What follows belongs to an exercise in optimizing a design on an open flow for small area; a production flow would make more cautious choices.
In this exercise RTL edits were held to simulation tests only and were not proved equivalent to the original.
Power figures rest on the tool's default switching activity, not on a simulated workload.

zinc:
## avg_line_sink
module avg_line_sink #(
    parameter int PIXEL_WIDTH  = 8,
    parameter int IMAGE_WIDTH  = 128,
    parameter int IMAGE_HEIGHT = 4,
    parameter int SUM_WIDTH    = PIXEL_WIDTH + $clog2(IMAGE_WIDTH)
) (
    input  logic                              clk,
    input  logic                              arstn,
    input  logic [PIXEL_WIDTH-1:0]            din_data,
    input  logic                              din_valid,
    output logic [$clog2(IMAGE_WIDTH)-1:0]    col,
    output logic [$clog2(IMAGE_HEIGHT+1)-1:0] row,
    output logic                              line_done,
    output logic [SUM_WIDTH-1:0]              line_sum,
    output logic                              frame_done,
    output logic                              rd_avail,
    output logic                              rd_bank,
    input  logic                              rd_en,
    input  logic [$clog2(IMAGE_WIDTH)-1:0]    rd_addr,
    output logic [PIXEL_WIDTH-1:0]            rd_data,
    input  logic                              rd_release,
    output logic                              overflow
);
    localparam int CW = $clog2(IMAGE_WIDTH);
    localparam int RW = $clog2(IMAGE_HEIGHT + 1);
    localparam int HW = $clog2(IMAGE_HEIGHT);
    localparam logic [CW-1:0] COL_LAST = CW'(IMAGE_WIDTH - 1);
    localparam logic [HW-1:0] ROW_LAST = HW'(IMAGE_HEIGHT - 1);
    logic [1:0]             bank_full;
    logic                   wbank;
    logic [HW-1:0]          row_q;
    logic [SUM_WIDTH-1:0]   acc;
    logic [SUM_WIDTH-1:0]   acc_base;
    logic                   accept;
    logic                   drop;
    logic                   last_col;
    logic                   commit;
    logic                   release_ok;
    logic                   load_r;
    logic [PIXEL_WIDTH-1:0] wline [0:IMAGE_WIDTH-2];
    logic [PIXEL_WIDTH-1:0] xpix;
    logic [PIXEL_WIDTH-1:0] rline [0:IMAGE_WIDTH-1];
    assign accept     = din_valid && !bank_full[wbank];
    assign drop       = din_valid &&  bank_full[wbank];
    assign last_col   = (col == COL_LAST);
    assign commit     = accept && last_col;
    assign rd_avail   = |bank_full;
    assign release_ok = rd_release && rd_avail;
    assign load_r     = (commit && (!rd_avail || release_ok)) ||
                        (release_ok && (&bank_full));
  ...
==> flow/config.mk <==
export PLATFORM = sky130hd
export DESIGN_NAME = avg_line_sink
export DESIGN_NICKNAME = avg_line_sink
export VERILOG_FILES = /design/flow/design.v
export SDC_FILE = /design/flow/constraint.sdc
export NUM_CORES = 4
export LEC_CHECK = 0
export CAP_MARGIN = 20
export CORE_MARGIN = 2
export CORE_UTILIZATION = 40
export SLEW_MARGIN = 20
export SYNTH_HIERARCHICAL = 1
export SYNTH_MINIMUM_KEEP_SIZE = 0
==> flow/constraint.sdc <==
create_clock -name core_clock -period 4.0 [get_ports {clk}]
set_input_delay 0.8000 -clock core_clock [delete_from_list [all_inputs] [get_ports {clk}]]
set_output_delay 0.8000 -clock core_clock [all_outputs]
set_load 0.01 [all_outputs]
standard.sh (not shown) runs the stock make flow with config.mk's settings and CLKGATE_MAP_FILE= SYNTH_SCRIPT=/design/flow/synth_recipe.tcl, a recipe that flattens the netlist after the stock synthesis.
==> flow/flow/run.sh <==
#!/bin/bash
# Own flow: the standard layout (standard.sh), with a clock tree whose
# root and trunk use clkbuf_16 and whose leaves use small clkbuf_4 clusters,
# without dummy loads. make's full output goes to standard.log here; ORFS
# keeps each step's log under orfs/logs/.
set -euo pipefail
CTS_ARGS="-sink_clustering_enable -repair_clock_nets -dont_use_dummy_load"
CTS_ARGS+=" -buf_list sky130_fd_sc_hd__clkbuf_4"
CTS_ARGS+=" -root_buf sky130_fd_sc_hd__clkbuf_16 -tree_buf sky130_fd_sc_hd__clkbuf_16"
CTS_ARGS+=" -sink_clustering_size 10 -sink_clustering_max_diameter 30"
bash standard.sh "CTS_ARGS=$CTS_ARGS" finish > standard.log 2>&1
zinc: all stages complete, timing, DRC and antenna checks passed
#### Input delta (indigo over zinc)
==> flow/run.sh (new file) <==
#!/bin/bash
# synth_recipe.tcl (not shown) runs the flow's synth.tcl, then flattens the netlist and writes it again
# the make line also repeats each setting of config.mk as NAME=value (left out here)
make -C /OpenROAD-flow-scripts/flow DESIGN_CONFIG=/design/flow/config.mk WORK_HOME=/design/flow/orfs CLKGATE_MAP_FILE= SYNTH_SCRIPT=/design/flow/synth_recipe.tcl finish
removed: flow/flow/run.sh
removed: flow/standard.sh
Findings:
Changes observed in indigo relative to zinc: DRC violations left saw little to no change; register-to-register setup slack saw a decrease; total number of sequential cells saw little to no change. Final setup skew is lower on indigo. Compared with zinc, indigo shows a lower clock transition at the register clock pins on the worst setup and hold paths after CTS. Overall power of the completed layout: higher on indigo. The run showing the smaller final period demand of the worst path is zinc. For fraction of area in non-clock buffers, zinc and indigo come out practically identical.
For yarrow, these inputs were changed with respect to indigo:
Settings: setting SETUP_SLACK_MARGIN to 0.2 for the first time.
==> flow/flow/run.sh (new file) <==
#!/bin/bash
# Own flow: the standard layout (standard.sh), with a clock tree whose
# root and trunk use clkbuf_16 and whose leaves use small clkbuf_4 clusters,
# without dummy loads. make's full output goes to standard.log here; ORFS
# keeps each step's log under orfs/logs/.
set -euo pipefail
CTS_ARGS="-sink_clustering_enable -repair_clock_nets -dont_use_dummy_load"
CTS_ARGS+=" -buf_list sky130_fd_sc_hd__clkbuf_4"
CTS_ARGS+=" -root_buf sky130_fd_sc_hd__clkbuf_16 -tree_buf sky130_fd_sc_hd__clkbuf_16"
CTS_ARGS+=" -sink_clustering_size 10 -sink_clustering_max_diameter 40"
bash standard.sh "CTS_ARGS=$CTS_ARGS" finish > standard.log 2>&1
==> flow/standard.sh (new file) <==
#!/bin/bash
# synth_recipe.tcl (not shown) runs the flow's synth.tcl, then flattens the netlist and writes it again
# the make line also repeats each setting of config.mk as NAME=value (left out here)
make -C /OpenROAD-flow-scripts/flow DESIGN_CONFIG=/design/flow/config.mk WORK_HOME=/design/flow/orfs CLKGATE_MAP_FILE= SYNTH_SCRIPT=/design/flow/synth_recipe.tcl "${@:-finish}"
removed: flow/run.sh
==> comparison <==
From indigo to yarrow the numbers moved as follows: number of global-route vias before repair rose 576, met3 usage in global routing rose 0.42 points, clock network power share fell 10 points, global-route track usage on met1 fell 0.15 points, well-tap cell count about even.
Compared yarrow vs indigo, and data arrival time of the worst path is down in yarrow.
In the final design statistics, yarrow uses fewer standard cells in total than indigo.
Comparing the two runs side by side, yarrow comes out ahead of indigo on net switching component of the power.
yarrow gives less cell area than indigo did.
For pepper, these inputs were changed with respect to yarrow:
==> flow/flow/run.sh <==
#!/bin/bash
# Own flow: the standard layout (standard.sh), with a clock tree whose
# root and trunk use clkbuf_16 and whose leaves drive small clusters through
# clkbuf_8, without dummy loads. make's full output goes to standard.log here;
# ORFS keeps each step's log under orfs/logs/.
set -euo pipefail
CTS_ARGS="-sink_clustering_enable -repair_clock_nets -dont_use_dummy_load"
CTS_ARGS+=" -buf_list sky130_fd_sc_hd__clkbuf_8"
CTS_ARGS+=" -root_buf sky130_fd_sc_hd__clkbuf_16 -tree_buf sky130_fd_sc_hd__clkbuf_16"
CTS_ARGS+=" -sink_clustering_size 16 -sink_clustering_max_diameter 50"
bash standard.sh "CTS_ARGS=$CTS_ARGS" finish > standard.log 2>&1
--- outcome ---
- pepper was carried through to the last stage, and its layout satisfied the timing, design-rule and antenna checks.
- yarrow → pepper: remaining max-slew budget at the tightest pin rose by 0.20 points; global-route usage now smaller.
- yarrow → pepper: final clock skew went down; non-clock buffer count went down.
- Comparing yarrow against pepper, there is no change at all in sequential cell area.
- Count of clock-buffer cells in the layout was higher in yarrow than in pepper.
- As of pepper, routed wire length had fallen slightly compared to yarrow.
- Required time at the worst-slack endpoint ended up 0.11 ns lower on pepper than on yarrow.
Inputs modified between pepper and violet:
--- a/flow/flow/run.sh
+++ b/flow/flow/run.sh
@@ -8,4 +8,4 @@
 CTS_ARGS+=" -buf_list sky130_fd_sc_hd__clkbuf_8"
 CTS_ARGS+=" -root_buf sky130_fd_sc_hd__clkbuf_16 -tree_buf sky130_fd_sc_hd__clkbuf_16"
-CTS_ARGS+=" -sink_clustering_size 16 -sink_clustering_max_diameter 50"
+CTS_ARGS+=" -sink_clustering_size 18 -sink_clustering_max_diameter 55"
 bash standard.sh "CTS_ARGS=$CTS_ARGS" finish > standard.log 2>&1
### Flow results
violet went all the way through the flow, and no timing, DRC or antenna check failed.
Cell count across pepper and violet: no real change.
violet ended up with a lower initial antenna violation count than pepper did.
Per-cell via count in the routed design: pepper vs violet, no meaningful difference

-- re-timing with driven ports --
The results above use ideal ports. As a check the final layouts listed here were re-extracted and re-timed, cells and wires unchanged.
Step 1 sets driving cells, clkbuf_16 on the clock port and buf_2 on the other inputs (assumed; they add their load-dependent delay and slew).
Step 2 adds t to the input delays and takes it off the output delays; t is the mean of the earliest and latest rising clock arrival at the registers after step 1. Input paths then give back, and output paths get back, about the clock's delay inside the block.
a / b / c = ideal ports / drivers / drivers and shift; a / b = the first two.
| run | shift t [ns] | setup WS [ns] | worst slew at a driven data input, ns |
|---|---|---|---|
| zinc | 0.931 | 0.221 / 0.273 / -0.658 | 0.18 |
| indigo | 0.885 | 0.198 / 0.251 / -0.634 | 0.18 |
| yarrow | 0.908 | 0.448 / 0.503 / -0.405 | 0.17 |
| pepper | 0.820 | 0.336 / 0.392 / -0.428 | 0.18 |
| violet | 0.811 | 0.321 / 0.376 / -0.436 | 0.19 |
Met with ideal ports but missed after step 2: setup timing in every run listed. The setup slack of zinc, which loses most, moves by +0.052 ns with the drivers and by -0.879 ns with both steps.
